This is an optimization exercise on Yosys and OpenROAD, whose aim is small area, not a production implementation. Only simulation tests tie the RTL to the original design; equivalence was not proved. Power is estimated from default activity; no workload was simulated.

File: flow/config.mk
export PLATFORM = sky130hd
export DESIGN_NAME = sync_event_ctrl
export DESIGN_NICKNAME = sync_event_ctrl
export VERILOG_FILES = /design/flow/design.v
export SDC_FILE = /design/flow/constraint.sdc
export NUM_CORES = 4
export LEC_CHECK = 0
export CAP_MARGIN = 20
export CORE_MARGIN = 2
export CORE_UTILIZATION = 40
export SLEW_MARGIN = 20
File: flow/design.v
`timescale 1ns/1ps
package sync_pkg;
	typedef logic [64-1:0]  data_word_t;
	typedef logic [8-1:0]  ctrl_byte_t;
	typedef logic [64-1:0]  time_t;
	typedef logic [4-1:0] port_mask_t;  
	typedef enum logic [8-1:0] {
		CTRL_SOF  = 8'hFF,
		CTRL_BODY = 8'h00,
		CTRL_EOF  = 8'h01
	} ctrl_code_t;
	typedef enum logic [1:0] {
		RX_IDLE,
		RX_WAIT_SOF,
		RX_BODY,
		RX_DONE
	} rx_state_t;
	typedef enum logic {
		TX_IDLE,
		TX_SEND
	} tx_state_t;
endpackage
`timescale 1ns/1ps
module sync_rx_port_arb (
	input  logic       clk,
	input  logic       rst,
	input  logic       slave_mode,
	input  logic       master_mode,
	input  sync_pkg::port_mask_t sync_rx_valid,
	input  logic       rx_busy,
	input  logic       tx_busy,
	input  logic       rx_last_word,
	output sync_pkg::port_mask_t sync_rdy,
	output sync_pkg::port_mask_t ingress_port
);
	sync_pkg::port_mask_t lowest_valid;
	logic       grant_ok;
	assign lowest_valid = sync_rx_valid & (~sync_rx_valid + 1'b1);  
	assign grant_ok = slave_mode && !master_mode && !rx_busy && !tx_busy &&
		(sync_rdy == '0) && (sync_rx_valid != '0);
	always_ff @(posedge clk or posedge rst) begin
		if (rst) begin
			sync_rdy     <= '0;
			ingress_port <= '0;
		end else if (grant_ok) begin
			sync_rdy     <= lowest_valid;
			ingress_port <= lowest_valid;
		end else if (rx_last_word) begin
			sync_rdy <= '0;  
		end
	end
endmodule
`timescale 1ns/1ps
module sync_rx_parser (
	input  logic                         clk,
	input  logic                         rst,
	input  logic                         master_mode,
	input  sync_pkg::port_mask_t                   ingress_port,
	input  sync_pkg::data_word_t                   sync_data,
	input  sync_pkg::ctrl_byte_t                   sync_ctrl,
	input  sync_pkg::port_mask_t                   sync_wr,
	input  logic [32-1:0] link_delay,
	output logic                         rx_busy,
	output logic                         rx_last_word,
	output logic                         rx_done,
	output sync_pkg::data_word_t                   rx_header,
	output logic [47:0]                  rx_mac_dst,
	output logic [47:0]                  rx_mac_src,
	output sync_pkg::time_t                        rx_correction,
	output logic [79:0]                  rx_origin,
	output logic [47:0]                  rx_trailer,
	output sync_pkg::time_t                        rx_time
);
	sync_pkg::rx_state_t  state;
	logic [3:0] word_idx;
	logic       word_valid;
	sync_pkg::time_t      origin_lo;  
	assign word_valid   = |(sync_wr & ingress_port);
	assign rx_busy      = (state == sync_pkg::RX_BODY) || (state == sync_pkg::RX_DONE);
	assign rx_last_word = (state == sync_pkg::RX_BODY) && word_valid &&
		(word_idx == 4'(9 - 1));
	assign rx_done      = (state == sync_pkg::RX_DONE);
	assign origin_lo    = {rx_origin[63:16], sync_data[63:48]};
	always_ff @(posedge clk or posedge rst) begin
		if (rst) begin
			state    <= sync_pkg::RX_IDLE;
			word_idx <= '0;
		end else if (master_mode) begin
			state <= sync_pkg::RX_IDLE;
		end else begin
			case (state)
				sync_pkg::RX_IDLE: state <= sync_pkg::RX_WAIT_SOF;
				sync_pkg::RX_WAIT_SOF: begin
					if (word_valid && sync_ctrl == sync_pkg::CTRL_SOF) begin
						state    <= sync_pkg::RX_BODY;
						word_idx <= 4'd1;
					end
				end
				sync_pkg::RX_BODY: begin
					if (word_valid) begin
						word_idx <= word_idx + 1'b1;
						if (rx_last_word)
							state <= sync_pkg::RX_DONE;
					end
				end
				default: state <= sync_pkg::RX_IDLE;  
			endcase
		end
	end
	always_ff @(posedge clk) begin
		if (state == sync_pkg::RX_WAIT_SOF && word_valid && sync_ctrl == sync_pkg::CTRL_SOF)
			rx_header <= sync_data;
		if (state == sync_pkg::RX_BODY && word_valid) begin
			case (word_idx)
				4'd1: begin
					rx_mac_dst         <= sync_data[63:16];
					rx_mac_src[47:32]  <= sync_data[15:0];
				end
				4'd2: rx_mac_src[31:0] <= sync_data[63:32];
				4'd3: rx_correction[63:48] <= sync_data[15:0];
				4'd4: rx_correction[47:0]  <= sync_data[63:16];
				4'd7: rx_origin[79:16] <= sync_data;
				4'd8: begin
					rx_origin[15:0] <= sync_data[63:48];
					rx_trailer      <= sync_data[47:0];
					rx_time <= origin_lo + rx_correction + sync_pkg::time_t'(link_delay) +
						64'd5536;
				end
				default: ;  
			endcase
		end
	end
endmodule
`timescale 1ns/1ps
module sync_tx_framer (
	input  logic                         clk,
	input  logic                         rst,
	input  logic                         master_mode,
	input  logic                         sync_tick,
	input  logic                         rx_done,
	input  sync_pkg::data_word_t                   rx_header,
	input  logic [47:0]                  rx_mac_dst,
	input  logic [47:0]                  rx_mac_src,
	input  sync_pkg::time_t                        rx_correction,
	input  logic [79:0]                  rx_origin,
	input  logic [47:0]                  rx_trailer,
	input  logic [32-1:0] link_delay,
	input  sync_pkg::time_t                        local_clk_counter,
	input  sync_pkg::time_t                        global_time,
	output logic                         tx_busy,
	output sync_pkg::data_word_t                   tx_data,
	output sync_pkg::ctrl_byte_t                   tx_ctrl,
	output logic                         tx_wr
);
	localparam logic [79:0] PORT_ID = 80'h0000_FF05_2345_6789_ABCD;
	sync_pkg::tx_state_t   state;
	logic [3:0]  word_idx;
	logic        start;
	sync_pkg::data_word_t  hdr_q;
	logic [47:0] mac_dst_q;
	logic [47:0] mac_src_q;
	sync_pkg::time_t       corr_q;
	logic [79:0] origin_q;
	logic [47:0] trailer_q;
	assign start   = rx_done || (sync_tick && master_mode && state == sync_pkg::TX_IDLE);
	assign tx_busy = (state == sync_pkg::TX_SEND);
	assign tx_wr   = (state == sync_pkg::TX_SEND);
	always_ff @(posedge clk or posedge rst) begin
		if (rst) begin
			state    <= sync_pkg::TX_IDLE;
			word_idx <= '0;
		end else if (start) begin
			state    <= sync_pkg::TX_SEND;
			word_idx <= '0;
		end else if (state == sync_pkg::TX_SEND) begin
			word_idx <= word_idx + 1'b1;
			if (word_idx == 4'(9 - 1))
				state <= sync_pkg::TX_IDLE;
		end
	end
	always_ff @(posedge clk) begin
		if (start) begin
			if (rx_done) begin
				hdr_q     <= rx_header;
				mac_dst_q <= rx_mac_dst;
				mac_src_q <= rx_mac_src;
				corr_q    <= rx_correction + sync_pkg::time_t'(link_delay);  
				origin_q  <= rx_origin;
				trailer_q <= rx_trailer;
			end else begin
				hdr_q     <= local_clk_counter;
				mac_dst_q <= 48'h011B_1900_0000;
				mac_src_q <= 48'h3C97_0E0F_6857;
				corr_q    <= '0;
				origin_q  <= {16'h0, global_time};
				trailer_q <= '0;
			end
		end
	end
	always_comb begin
		case (word_idx)
			4'd0: tx_data = hdr_q;
			4'd1: tx_data = {mac_dst_q, mac_src_q[47:32]};
			4'd2: tx_data = {mac_src_q[31:0], 16'h88F7, 12'h000, 4'h2};
			4'd3: tx_data = {16'h002C, 8'h00, 8'h00, 16'h0000, corr_q[63:48]};
			4'd4: tx_data = {corr_q[47:0], 16'h0000};
			4'd5: tx_data = {16'h0000, PORT_ID[79:32]};
			4'd6: tx_data = {PORT_ID[31:0], 16'h0000, 8'h00, 8'h7F};
			4'd7: tx_data = origin_q[79:16];
			default: tx_data = {origin_q[15:0], trailer_q};
		endcase
		if (word_idx == 4'd0)
			tx_ctrl = sync_pkg::CTRL_SOF;
		else if (word_idx == 4'(9 - 1))
			tx_ctrl = sync_pkg::CTRL_EOF;
		else
			tx_ctrl = sync_pkg::CTRL_BODY;
	end
endmodule
`timescale 1ns/1ps
module sync_tx_fanout (
	input  logic                                clk,
	input  logic                                rst,
	input  logic                                master_mode,
	input  logic                                slave_mode,
	input  sync_pkg::port_mask_t                          udp_rdy,
	input  sync_pkg::port_mask_t                          ingress_port,
	input  sync_pkg::data_word_t                          tx_data,
	input  sync_pkg::ctrl_byte_t                          tx_ctrl,
	input  logic                                tx_wr,
	output wire  [4*64-1:0] udp_data,
	output wire  [4*8-1:0] udp_ctrl,
	output wire  sync_pkg::port_mask_t                    udp_wr
);
	for (genvar p = 0; p < 4; p++) begin : g_port
		sync_pkg::data_word_t data_q;
		sync_pkg::ctrl_byte_t ctrl_q;
		logic       wr_q;
		logic       allowed;
		assign allowed = udp_rdy[p] && (master_mode || (slave_mode && !ingress_port[p]));
		always_ff @(posedge clk or posedge rst) begin
			if (rst) begin
				data_q <= '0;
				ctrl_q <= '0;
				wr_q   <= 1'b0;
			end else begin
				data_q <= allowed ? tx_data : '0;
				ctrl_q <= allowed ? tx_ctrl : '0;
				wr_q   <= allowed && tx_wr;  
			end
		end
		assign udp_data[p*64 +: 64] = data_q;
		assign udp_ctrl[p*8 +: 8] = ctrl_q;
		assign udp_wr[p] = wr_q;
	end
endmodule
`timescale 1ns/1ps
module sync_time_base (
	input  logic  clk,
	input  logic  rst,
	input  logic  rx_done,
	input  sync_pkg::time_t rx_time,
	output sync_pkg::time_t local_clk_counter,
	output sync_pkg::time_t global_time
);
	always_ff @(posedge clk or posedge rst) begin
		if (rst)
			local_clk_counter <= '0;
		else
			local_clk_counter <= local_clk_counter + 1'b1;
	end
	always_ff @(posedge clk or posedge rst) begin
		if (rst)
			global_time <= '0;
		else if (rx_done)
			global_time <= rx_time;
		else
			global_time <= global_time + 64'd8;
	end
endmodule
`timescale 1ns/1ps
module sync_interval_timer (
	input  logic                            clk,
	input  logic                            rst,
	input  logic                            master_mode,
	input  logic                            slave_mode,
	input  logic [16-1:0] sync_interval,
	input  logic [16-1:0]  sync_timeout,
	input  logic                            rx_done,
	output logic                            sync_tick,
	output logic                            sync_state
);
	logic [6:0]                      us_cnt;
	logic                            us_wrap;
	logic [16-1:0] interval_cnt;
	logic [16-1:0]  timeout_cnt;
	assign us_wrap = (us_cnt == 7'(125 - 1));
	always_ff @(posedge clk or posedge rst) begin
		if (rst) begin
			us_cnt       <= '0;
			interval_cnt <= '0;
			sync_tick    <= 1'b0;
		end else begin
			us_cnt <= us_wrap ? '0 : us_cnt + 1'b1;
			if (interval_cnt == sync_interval) begin
				interval_cnt <= '0;
				sync_tick    <= 1'b1;
			end else begin
				sync_tick <= 1'b0;
				if (us_wrap)
					interval_cnt <= interval_cnt + 1'b1;
			end
		end
	end
	always_ff @(posedge clk or posedge rst) begin
		if (rst)
			timeout_cnt <= '0;
		else if (rx_done || master_mode)
			timeout_cnt <= '0;
		else if (slave_mode && sync_tick && timeout_cnt != sync_timeout)
			timeout_cnt <= timeout_cnt + 1'b1;  
	end
	always_ff @(posedge clk or posedge rst) begin
		if (rst)
			sync_state <= 1'b0;
		else if (master_mode)
			sync_state <= 1'b1;
		else if (slave_mode)
			sync_state <= (timeout_cnt < sync_timeout);
		else
			sync_state <= 1'b0;
	end
endmodule
`timescale 1ns/1ps
module sync_event_ctrl (
	input  logic                                  clk,
	input  logic                                  rst,
	input  logic                                  master_mode,
	input  logic                                  slave_mode,
	input  sync_pkg::port_mask_t                            sync_rx_valid,
	input  logic [16-1:0]       sync_interval,
	input  logic [16-1:0]        sync_timeout,
	input  logic [32-1:0]          link_delay,
	input  sync_pkg::data_word_t                            sync_data,
	input  sync_pkg::ctrl_byte_t                            sync_ctrl,
	input  sync_pkg::port_mask_t                            sync_wr,
	input  sync_pkg::port_mask_t                            udp_rdy,
	output wire  [4*64-1:0]   udp_data,
	output wire  [4*8-1:0]   udp_ctrl,
	output wire  sync_pkg::port_mask_t                      udp_wr,
	output sync_pkg::port_mask_t                            sync_rdy,
	output sync_pkg::time_t                                 local_clk_counter,
	output sync_pkg::time_t                                 global_time,
	output logic                                  sync_state
);
	logic        sync_tick;
	logic        rx_busy;
	logic        rx_last_word;
	logic        rx_done;
	sync_pkg::port_mask_t  ingress_port;
	sync_pkg::data_word_t  rx_header;
	logic [47:0] rx_mac_dst;
	logic [47:0] rx_mac_src;
	sync_pkg::time_t       rx_correction;
	logic [79:0] rx_origin;
	logic [47:0] rx_trailer;
	sync_pkg::time_t       rx_time;
	logic        tx_busy;
	sync_pkg::data_word_t  tx_data;
	sync_pkg::ctrl_byte_t  tx_ctrl;
	logic        tx_wr;
	sync_rx_port_arb i_port_arb (
		.clk, .rst, .slave_mode, .master_mode, .sync_rx_valid,
		.rx_busy, .tx_busy, .rx_last_word, .sync_rdy, .ingress_port
	);
	sync_rx_parser i_parser (
		.clk, .rst, .master_mode, .ingress_port, .sync_data, .sync_ctrl,
		.sync_wr, .link_delay, .rx_busy, .rx_last_word, .rx_done,
		.rx_header, .rx_mac_dst, .rx_mac_src, .rx_correction, .rx_origin,
		.rx_trailer, .rx_time
	);
	sync_tx_framer i_framer (
		.clk, .rst, .master_mode, .sync_tick, .rx_done, .rx_header,
		.rx_mac_dst, .rx_mac_src, .rx_correction, .rx_origin, .rx_trailer,
		.link_delay, .local_clk_counter, .global_time,
		.tx_busy, .tx_data, .tx_ctrl, .tx_wr
	);
	sync_tx_fanout i_fanout (
		.clk, .rst, .master_mode, .slave_mode, .udp_rdy, .ingress_port,
		.tx_data, .tx_ctrl, .tx_wr, .udp_data, .udp_ctrl, .udp_wr
	);
	sync_time_base i_time_base (
		.clk, .rst, .rx_done, .rx_time, .local_clk_counter, .global_time
	);
	sync_interval_timer i_interval_timer (
		.clk, .rst, .master_mode, .slave_mode, .sync_interval, .sync_timeout,
		.rx_done, .sync_tick, .sync_state
	);
endmodule
File: flow/constraint.sdc
create_clock -name core_clock -period 8.0 [get_ports {clk}]
set_input_delay 1.6000 -clock core_clock [delete_from_list [all_inputs] [get_ports {clk}]]
set_output_delay 1.6000 -clock core_clock [all_outputs]
set_load 0.01 [all_outputs]
File: flow/run.sh
#!/bin/bash
# synth_recipe.tcl (not shown) runs the flow's synth.tcl, then flattens the netlist and writes it again
# the make line also repeats each setting of config.mk as NAME=value (left out here)
make -C /OpenROAD-flow-scripts/flow DESIGN_CONFIG=/design/flow/config.mk WORK_HOME=/design/flow/orfs CLKGATE_MAP_FILE= SYNTH_SCRIPT=/design/flow/synth_recipe.tcl finish
==> run notes <==
==> power groups by stage <==
stage          registers [W]  logic (W)  clock network [W]
2_1_floorplan        0.00856    0.00209                  0
3_3_place_gp         0.00844    0.00504                  0
3_5_place_dp         0.00846    0.00508                  0
4_1_cts              0.00834    0.00510            0.00614
5_1_grt              0.00843    0.00544            0.00638
6_report             0.00834    0.00504            0.00603
==> through the flow <==
stage | total power (W) | hold slack, ps | utilization | setup WS (ps) | std cells
2_1_floorplan | 0.0107 | 426 | - | 231 | 4341
3_3_place_gp | 0.0135 | 433 | 0.459 | 1810 | 6533
3_5_place_dp | 0.0135 | 437 | 0.459 | 1780 | 6533
4_1_cts | 0.0196 | 451 | 0.491 | 2610 | 6777
5_1_grt | 0.0202 | 474 | 0.491 | 2270 | 6779
6_report | 0.0194 | 449 | 0.491 | 2410 | 6788
==> worst register-to-register path, cell delays in order, from the launching register on <==
cell and delay, ps:
edfxtp_1 430, inv_1 200, fa_1 440, inv_1 80
ha_1 230, ha_1 240, fa_1 430, a211oi_1 290
o211ai_1 210, a21bo_2 260, o211ai_1 560, nand3_1 240
a21oi_1 290, o221ai_1 170, xor2_1 160
==> registers in the layout (all words and copies together), names as in the netlist, 48 cells and up <==
register	count
i_fanout.g_port.data_q	256
i_framer.corr_q	64
i_framer.hdr_q	64
i_framer.mac_dst_q	48
i_framer.mac_src_q	48
i_framer.origin_q	80
i_framer.trailer_q	48
i_parser.rx_correction	64
i_parser.rx_header	64
i_parser.rx_mac_dst	48
i_parser.rx_mac_src	48
i_parser.rx_origin	80
i_parser.rx_time	64
i_parser.rx_trailer	48
i_time_base.global_time	64
i_time_base.local_clk_counter	64
==> cell families after synthesis <==
family          count (synthesis)  share of synthesized area
compound gates                675                     0.0816
xor+xnor                      206                     0.0330
fa+ha+maj                     254                     0.0628
buf+inv                       431                     0.0323
flops                        1224                      0.631
mux                           187                     0.0369
simple gates                 1364                      0.122
==> routing by layer <==
metal	track usage	routed length, um
met3	0.0591	14300
met4	0.0717	4820
met5	0	163
met2	0.404	83500
met1	0.343	74900
==> worst min-delay path by stage <==
stage                                             start                                endpoint  slack, ps
after floorplan           i_parser.rx_time[0]$_DFFE_PP_  i_time_base.global_time[0]$_DFFE_PP0P_        430
after global placement    i_parser.rx_time[0]$_DFFE_PP_  i_time_base.global_time[0]$_DFFE_PP0P_        430
after detailed placement  i_parser.rx_time[0]$_DFFE_PP_  i_time_base.global_time[0]$_DFFE_PP0P_        440
after CTS                 i_parser.rx_time[0]$_DFFE_PP_  i_time_base.global_time[0]$_DFFE_PP0P_        450
after global routing      i_parser.rx_time[0]$_DFFE_PP_  i_time_base.global_time[0]$_DFFE_PP0P_        470
final                     i_parser.rx_time[0]$_DFFE_PP_  i_time_base.global_time[0]$_DFFE_PP0P_        450
==> cells in the final DEF (no fill, tap or decap), types with 16 or more instances in the layout <==
master / n
a21o_1: 56
a222oi_1: 31
nand2_1: 283
fa_1: 34
mux2_2: 113
buf_4: 33
nor3_1: 36
dfrtp_1: 456
o21a_1: 25
edfxtp_1: 768
clkbuf_1: 44
nand2b_1: 61
a31oi_1: 22
nor4_1: 16
mux2i_1: 74
ha_1: 219
nor2_1: 466
clkinv_2: 18
and3_1: 37
o21ai_0: 167
nand4_1: 80
a21oi_1: 146
xnor2_1: 108
a22oi_1: 78
or3_1: 20
xor2_1: 98
nor2b_1: 29
a211oi_1: 23
o211ai_1: 20
inv_1: 222
clkdlybuf4s50_1: 576
nand3_1: 120
clkbuf_16: 138
and2_1: 147
==> final cells by class <==
cell class | count | area, um2
Fill cell | 11900 | 69000
Sequential cell | 1224 | 34500
Antenna cell | 11 | 27.5
Clock buffer | 192 | 3760
Timing Repair Buffer | 616 | 6150
Clock inverter | 52 | 493
Tap cell | 1781 | 2230
Inverter | 226 | 857
Multi-Input combinational cell | 2686 | 18500
==> key figures <==
Outcome
  • Status: no timing/DRC/antenna violations

Power and ir drop
  • Leakage: 25.9 nW
  • Clk pwr share: 0.311
  • Comb pwr share: 0.260
  • Power per cell area: 292 mW/mm2
  • VDD IR max: 165 uV
  • Switch Pwr: 0.00614 W
  • Switching fraction of total power: 0.316
  • P_int: 0.0133 W
  • Flop pwr share: 0.430

Clock network
  • Worst skew pair latency: 780 ps
  • CTS tree: built
  • CTS Buffer Depth: 3
  • Reg clk slew, reported paths: 60 ps
  • Root Buffer Master: clkbuf_16
  • Hold Buf Count CTS: 0
  • Clk sinks: 1224
  • Post-cts gate resize count: 0
  • Post-CTS Setup Bufs: 0
  • Number of CTS-inserted buffers: 131
  • H-tree depth: 4

Critical path
  • Worst path required time: 8520 ps
  • RR Startpoint: i_parser.rx_correction[2]$_DFFE_PP_
  • Crit path largest cell delay: 840 ps
  • R2R cell count: 14
  • Worst EP arrival: 6110 ps
  • CP startpoint kind: input port
  • Internal reg-to-reg setup slack: 3530 ps
  • Critical path capture point type: flop
  • WP buf/inv: 3
  • Worst path depth: 14
  • Worst-path fanout max: 7
  • Critical-path top delay cell: clkdlybuf4s50_1
  • Worst setup path class: in -> reg
  • Worst path cell trace: clkdlybuf4s50_1 > inv_1 > ha_1 > fa_1 > inv_1 > ha_1 > o21ai_0 > or3b_2 > a21o_1 > nand3_1 > nand4_1 > a31oi_1 > a21oi_1 > xnor2_1
  • Worst reg2reg endpoint: i_parser.rx_time[40]$_DFFE_PP_
  • Setup crit end: i_parser.rx_time[55]$_DFFE_PP_
  • Largest delay contributor family on the critical path: adder cells
  • Worst setup startpoint: sync_data[56]

STA
  • Period utilization: 0.698
  • Rel. slew slack: 0.258
  • Final Hold Fails: 0
  • Slew Limit Fails: 0
  • Setup TNS: 0 ps
  • Clock skew: 33.8 ps
  • Max Clk Rate: 179 MHz
  • Worst slew pin tran: 1110 ps
  • Endpoints failing setup: 0
  • RSZ-0062 raised after global routing: no
  • Crit path time final: 5590 ps

Synth
  • Gate Count Post-Synth: 4341
  • Syn avg cell area: 12.6 um2
  • Synth cell count leaders: 768 x edfxtp_1, 466 x nor2_1, 456 x dfrtp_1, 283 x nand2_1, 224 x inv_1
  • Dominant cells by area after synthesis: edfxtp_1 42%, dfrtp_1 21%, ha_1 5.0%, nor2_1 3.2%, mux2_2 2.3%
  • Async SR Flop Fraction: 0.373
  • Area leader, netlist: edfxtp_1
  • Netlist cell types: 95
  • Leading register cell type out of synthesis: edfxtp_1
  • Synthesized Nets: 4747
  • Post-synthesis register bit count: 1224
  • Yosys top cell area share: 0.422
  • Cell area after synthesis: 0.0546 mm2
  • Post-synth EDFFs: 768
  • Warnings, synthesis: 6
  • Sequential element share of the synthesized area: 0.631
  • Count leader, synth: edfxtp_1

Die
  • Core ar.: 0.135 mm2
  • Die Width: 374 um
  • Ports: 577
  • Die area: 0.140 mm2
  • Die H: 374 um
  • FP Rows: 135
  • Initial Util: 0.403

Route
  • 1st-iter DRT viols: 3545
  • TritonRoute pass-1 iters: 6
  • DRC viols: 0
  • Via density: 5.43
  • Routed Antenna Nets: 0
  • Routed WL: 178000 um
  • Routed length per instance: 26.2 um
  • Detailed-route via count: 36.8k

Placement
  • Placed Area: 0.0622 mm2
  • Port bufs: 576
  • DP HPWL: 132000 um
  • Placer Congestion: 0.962

Global routing
  • Gr ovfl total: 0
  • Total Routing Usage GR: 0.252
  • Initial antenna violation count: 27
  • Number of global-route vias before repair: 35.9k
  • First-pass GRT wire length: 255000 um
  • Largest net degree at the start of global routing: 171

Layout
  • Final instance area: 0.0665 mm2
  • Final-stage net count: 5291
  • Area growth from synthesis to layout: 21.7%
  • Share of layout cells above drive strength 1: 0.0805

Hold path
  • Hold Path Class: reg -> reg
  • Hold depth: 2

Job
  • Max-Cap Viols: 0

-- port drivers added, routing unchanged --
Ports are ideal in the flow. The routed layout listed here was re-timed in OpenROAD. Step 1 (the two cells are an assumption about what drives the block):
set clk [get_ports {clk}]
set_driving_cell -lib_cell sky130_fd_sc_hd__clkbuf_16 $clk
set_driving_cell -lib_cell sky130_fd_sc_hd__buf_2 [delete_from_list [all_inputs] $clk]
Step 2 also shifts input and output timing later by t, the mid clock arrival at the registers, as if the neighbouring blocks saw the same clock. a / b / c = ideal ports / drivers / drivers and shift; a / b = the first two.
shift t [ns]: 0.839
setup WS [ns]: 2.412 / 2.374 / 1.535
worst setup path after step 2: input to register
worst register clock-pin slew, ns: 0.07 / 0.07
After both steps setup and hold are still met in this run. The setup slack of this run moves by -0.038 ns with the drivers and by -0.877 ns with both steps.
